From an optimization exercise on the open Yosys and OpenROAD flow, aimed at small area, a short achievable clock period and few clock cycles per item; shortcuts taken in it are not production practice. No activity file was given, so power comes from the tool's default toggle rates.

// token_bucket_shaper
module token_bucket_shaper #(
  parameter int unsigned QUEUE_DEPTH = 16
) (
  input  logic                         clk,
  input  logic                         rst,
  input  logic                         cfg_wen,
  input  logic [tbs_pkg::TOKEN_W-1:0]  cfg_wdata,    
  input  logic                         s_tvalid,
  output logic                         s_tready,
  input  logic [47:0]                  s_tdata,      
  input  logic                         s_tuser,      
  output logic                         m_tvalid,
  input  logic                         m_tready,
  output logic [55:0]                  m_tdata,      
  output logic [3:0]                   m_tuser       
);
  localparam int unsigned IW = tbs_pkg::ID_W;
  localparam int unsigned TW = tbs_pkg::TOKEN_W;
  localparam int unsigned PW = $clog2(QUEUE_DEPTH);
  localparam int unsigned CW = $clog2(QUEUE_DEPTH + 1);
  logic               sk_v;
  logic               sk_kind;
  logic [IW-1:0]      sk_id;
  logic [TW-1:0]      sk_need;
  logic               in_v;
  logic               in_kind;
  logic [IW-1:0]      in_id;
  logic [TW-1:0]      in_need;
  logic               out_v;
  tbs_pkg::event_t    out_ev;
  ...
==> module token_bucket_shaper, before the edit <==
module token_bucket_shaper #(
  parameter int unsigned QUEUE_DEPTH = 16
) (
  input  logic                         clk,
  input  logic                         rst,
  input  logic                         cfg_wen,
  input  logic [tbs_pkg::TOKEN_W-1:0]  cfg_wdata,    
  input  logic                         s_tvalid,
  output logic                         s_tready,
  input  logic [47:0]                  s_tdata,      
  input  logic                         s_tuser,      
  output logic                         m_tvalid,
  input  logic                         m_tready,
  output logic [55:0]                  m_tdata,      
  output logic [3:0]                   m_tuser       
);
  localparam int unsigned IW = tbs_pkg::ID_W;
  localparam int unsigned TW = tbs_pkg::TOKEN_W;
  localparam int unsigned PW = $clog2(QUEUE_DEPTH);
  localparam int unsigned CW = $clog2(QUEUE_DEPTH + 1);
  logic               sk_v;
  logic               sk_kind;
  logic [IW-1:0]      sk_id;
  logic [TW-1:0]      sk_need;
  logic               in_v;
  logic               in_kind;
  logic [IW-1:0]      in_id;
  logic [TW-1:0]      in_need;
  logic               out_v;
  tbs_pkg::event_t    out_ev;
  logic               out_rel;
  logic [IW-1:0]      out_rid;
  logic [TW-1:0]      bucket_size;
  logic [TW-1:0]      tokens;
  logic [CW-1:0]      count;
  logic [PW-1:0]      head;
  logic [PW-1:0]      head1;
  logic [PW-1:0]      tail;
  logic [TW-1:0]      head_need;
  logic [TW-1:0]      head_need_m1;    
  logic               head_need_z;     
  logic [IW-1:0]      mem_id   [QUEUE_DEPTH];
  logic [TW-1:0]      mem_need [QUEUE_DEPTH];
  logic               accept;
  logic               fire;
  logic               in_load;
  logic               q_empty;
  logic               q_full;
  logic               lt;
  logic               tick_rel;
  logic               big;
  logic               pass;
  logic               push;
  logic               pop;
  logic [TW-1:0]      tokens_next;
  tbs_pkg::event_t    ev_next;
  logic               rel_next;
  logic [IW-1:0]      rid_next;
  assign s_tready = !sk_v;
  assign accept   = s_tvalid && !sk_v;
  assign fire     = in_v && (!out_v || m_tready);
  assign in_load  = !in_v || fire;
  assign q_empty  = (count == '0);
  assign q_full   = count[CW-1];
  logic [TW:0]        dif_h;     
  logic [TW:0]        dif_h1;    
  logic [TW:0]        dif_n;     
  logic [TW-1:0]      tok_p1;
  logic               ge_h;
  logic               ge_h1;
  logic               ge_n;
  logic               is_tick;
  assign dif_h   = {1'b0, tokens} - {1'b0, head_need};
  assign dif_h1  = {1'b0, tokens} - {1'b0, head_need_m1};
  assign dif_n   = {1'b0, tokens} - {1'b0, in_need};
  assign tok_p1  = tokens + 1'b1;
  assign ge_h    = !dif_h[TW];
  assign ge_h1   = !dif_h1[TW] || head_need_z;
  assign ge_n    = !dif_n[TW];
  assign is_tick = (in_kind == tbs_pkg::REQ_TICK);
  assign lt       = tokens < bucket_size;
  assign tick_rel = !q_empty && (lt ? ge_h1 : ge_h);
  assign big      = in_need > bucket_size;
  assign pass     = !big && q_empty && ge_n;
  always_comb begin
    ev_next     = tbs_pkg::EV_TOKEN_ADDED;
    rel_next    = 1'b0;
    rid_next    = '0;
    push        = 1'b0;
    pop         = 1'b0;
    if (is_tick) begin
      ev_next     = lt ? tbs_pkg::EV_TOKEN_ADDED : tbs_pkg::EV_TOKEN_DROPPED;
      rel_next    = tick_rel;
      rid_next    = tick_rel ? mem_id[head] : '0;
      pop         = tick_rel;
    end else begin
      if (big) begin
        ev_next = tbs_pkg::EV_TOO_BIG;
      end else if (pass) begin
        ev_next     = tbs_pkg::EV_PASSED;
        rel_next    = 1'b1;
        rid_next    = in_id;
      end else if (q_full) begin
        ev_next = tbs_pkg::EV_QUEUE_FULL;
      end else begin
        ev_next = tbs_pkg::EV_QUEUED;
        push    = 1'b1;
      end
    end
  end
  always_comb begin
    if (is_tick) begin
      if (lt) tokens_next = tick_rel ? dif_h1[TW-1:0] : tok_p1;
      else    tokens_next = tick_rel ? dif_h[TW-1:0]  : tokens;
    end else begin
      tokens_next = pass ? dif_n[TW-1:0] : tokens;
    end
  end
  logic [TW-1:0] next_need;
  assign next_need = mem_need[head1];
  always_ff @(posedge clk) begin
    if (rst) begin
      sk_v        <= 1'b0;
      in_v        <= 1'b0;
      out_v       <= 1'b0;
      bucket_size <= tbs_pkg::BUCKET_RESET;
      tokens      <= '0;
      count       <= '0;
      head        <= '0;
      head1       <= PW'(1);
      tail        <= '0;
    end else begin
      if (cfg_wen) begin
        bucket_size <= cfg_wdata;
      end
      if (sk_v) begin
        if (in_load) sk_v <= 1'b0;
      end else begin
        if (accept && !in_load) sk_v <= 1'b1;
      end
      if (in_load) begin
        in_v <= sk_v || accept;
      end
      if (fire) begin
        out_v <= 1'b1;
      end else if (m_tready) begin
        out_v <= 1'b0;
      end
      if (fire) begin
        tokens <= tokens_next;
        if (push) begin
          count <= count + 1'b1;
          tail  <= tail + 1'b1;
        end
        if (pop) begin
          count <= count - 1'b1;
          head  <= head1;
          head1 <= head1 + 1'b1;
        end
      end
    end
  end
  always_ff @(posedge clk) begin
    if (!sk_v) begin
      sk_kind <= s_tuser;
      sk_id   <= s_tdata[IW-1:0];
      sk_need <= s_tdata[tbs_pkg::ENTRY_W-1:IW];
    end
    if (in_load) begin
      if (sk_v) begin
        in_kind <= sk_kind;
        in_id   <= sk_id;
        in_need <= sk_need;
      end else begin
        in_kind <= s_tuser;
        in_id   <= s_tdata[IW-1:0];
        in_need <= s_tdata[tbs_pkg::ENTRY_W-1:IW];
      end
    end
    if (fire) begin
      out_ev  <= ev_next;
      out_rel <= rel_next;
      out_rid <= rid_next;
      if (pop) begin
        head_need    <= next_need;
        head_need_m1 <= next_need - 1'b1;
        head_need_z  <= (next_need == '0);
      end else if (push && q_empty) begin
        head_need    <= in_need;
        head_need_m1 <= in_need - 1'b1;
        head_need_z  <= (in_need == '0);
      end
    end
    if (!q_full) begin
      mem_id[tail]   <= in_id;
      mem_need[tail] <= in_need;
    end
  end
  assign m_tvalid = out_v;
  assign m_tdata  = {3'b000, count, tokens, out_rid};
  assign m_tuser  = {out_rel, out_ev};
endmodule
==> flow/config.mk <==
export PLATFORM = sky130hd
export DESIGN_NAME = token_bucket_shaper
export DESIGN_NICKNAME = token_bucket_shaper
export VERILOG_FILES = /design/flow/design.v
export SDC_FILE = /design/flow/constraint.sdc
export NUM_CORES = 4
export LEC_CHECK = 0
export CAP_MARGIN = 20
export CORE_MARGIN = 2
export CORE_UTILIZATION = 60
export SETUP_SLACK_MARGIN = 3.5
export SLEW_MARGIN = 20
==> flow/constraint.sdc <==
create_clock -name core_clock -period 5.5 [get_ports {clk}]
set_input_delay 1.1000 -clock core_clock [delete_from_list [all_inputs] [get_ports {clk}]]
set_output_delay 1.1000 -clock core_clock [all_outputs]
set_load 0.01 [all_outputs]
run.sh (not shown) runs the stock make flow with config.mk's settings and CLKGATE_MAP_FILE= SYNTH_SCRIPT=/design/flow/synth_recipe.tcl, a recipe that flattens the netlist after the stock synthesis.
Rerun with:
--- a/flow/design.v
+++ b/flow/design.v
@@ -62,12 +62,14 @@
   logic               sk_v;
   logic               sk_kind;
   logic [IW-1:0]      sk_id;
   logic [TW-1:0]      sk_need;
+  logic               sk_big;
   logic               in_v;
   logic               in_kind;
   logic [IW-1:0]      in_id;
   logic [TW-1:0]      in_need;
+  logic               in_big;      
   logic               out_v;
   tbs_pkg::event_t    out_ev;
   logic               out_rel;
   logic [IW-1:0]      out_rid;
@@ -120,9 +122,11 @@
   assign ge_n    = !dif_n[TW];
   assign is_tick = (in_kind == tbs_pkg::REQ_TICK);
   assign lt       = tokens < bucket_size;
   assign tick_rel = !q_empty && (lt ? ge_h1 : ge_h);
-  assign big      = in_need > bucket_size;
+  logic s_big;
+  assign s_big    = s_tdata[tbs_pkg::ENTRY_W-1:IW] > bucket_size;
+  assign big      = in_big;
   assign pass     = !big && q_empty && ge_n;
   always_comb begin
     ev_next     = tbs_pkg::EV_TOKEN_ADDED;
     rel_next    = 1'b0;
@@ -131,9 +135,9 @@
     pop         = 1'b0;
     if (is_tick) begin
       ev_next     = lt ? tbs_pkg::EV_TOKEN_ADDED : tbs_pkg::EV_TOKEN_DROPPED;
       rel_next    = tick_rel;
-      rid_next    = tick_rel ? mem_id[head] : '0;
+      rid_next    = tick_rel ? head_id : '0;
       pop         = tick_rel;
     end else begin
       if (big) begin
         ev_next = tbs_pkg::EV_TOO_BIG;
@@ -157,9 +161,17 @@
       tokens_next = pass ? dif_n[TW-1:0] : tokens;
     end
   end
   logic [TW-1:0] next_need;
-  assign next_need = mem_need[head1];
+  logic [IW-1:0] head_id;
+  always_comb begin
+    next_need = '0;
+    head_id   = '0;
+    for (int i = 0; i < QUEUE_DEPTH; i++) begin
+      next_need = next_need | (mem_need[i] & {TW{head1 == PW'(i)}});
+      head_id   = head_id   | (mem_id[i]   & {IW{head  == PW'(i)}});
+    end
+  end
   always_ff @(posedge clk) begin
     if (rst) begin
       sk_v        <= 1'b0;
       in_v        <= 1'b0;
@@ -205,18 +217,21 @@
     if (!sk_v) begin
       sk_kind <= s_tuser;
       sk_id   <= s_tdata[IW-1:0];
       sk_need <= s_tdata[tbs_pkg::ENTRY_W-1:IW];
+      sk_big  <= s_big;
     end
     if (in_load) begin
       if (sk_v) begin
         in_kind <= sk_kind;
         in_id   <= sk_id;
         in_need <= sk_need;
+        in_big  <= sk_big;
       end else begin
         in_kind <= s_tuser;
         in_id   <= s_tdata[IW-1:0];
         in_need <= s_tdata[tbs_pkg::ENTRY_W-1:IW];
+        in_big  <= s_big;
       end
     end
     if (fire) begin
       out_ev  <= ev_next;
@@ -225,9 +240,9 @@
       if (pop) begin
         head_need    <= next_need;
         head_need_m1 <= next_need - 1'b1;
         head_need_z  <= (next_need == '0);
-      end else if (push && q_empty) begin
+      end else if (q_empty) begin
         head_need    <= in_need;
         head_need_m1 <= in_need - 1'b1;
         head_need_z  <= (in_need == '0);
       end
After rerunning: The new run went through all stages and came out clean. Setup slack got worse by 240 ps. Cell area is lower by 4.3%. Combinational power came out higher by about 20%. Fmax shrinks by 6.8%. Global-route usage is higher by 4.2 points. Sequential power stays flat.
No functional check of the RTL was part of any run of this note.

## static timing again, ports no longer ideal
The flow's constraints put no driver on any port. The routed layouts listed below were extracted and timed again, unchanged, in two steps. Step 1 sets driving cells, clkbuf_16 on the clock port and buf_2 on the other inputs (assumed; they add their load-dependent delay and slew). Step 2 moves the port delays by t, midway between the first and last clock arrival at a register: inputs arrive t later, outputs are due t later. That takes back most of the time a late clock gives input paths. Slacks: ideal / step 1 / step 2; pairs: ideal / step 1.
| run | shift t [ns] | slack for setup (ns) | worst setup path after step 2 | slew at the worst register clock pin (ns) | pins driven straight from the clock port |
|---|---|---|---|---|---|
| the first run | 0.718 | 2.148 / 2.148 / 2.055 | input to register | 0.07 / 0.07 | 1 |
| the second run | 0.713 | 1.905 / 1.905 / 1.905 | register to register | 0.07 / 0.07 | 1 |
After both steps every run listed still meets setup and hold. The setup slack of the first run, which loses most, moves by 0.000 ns with the drivers and by -0.093 ns with both steps.
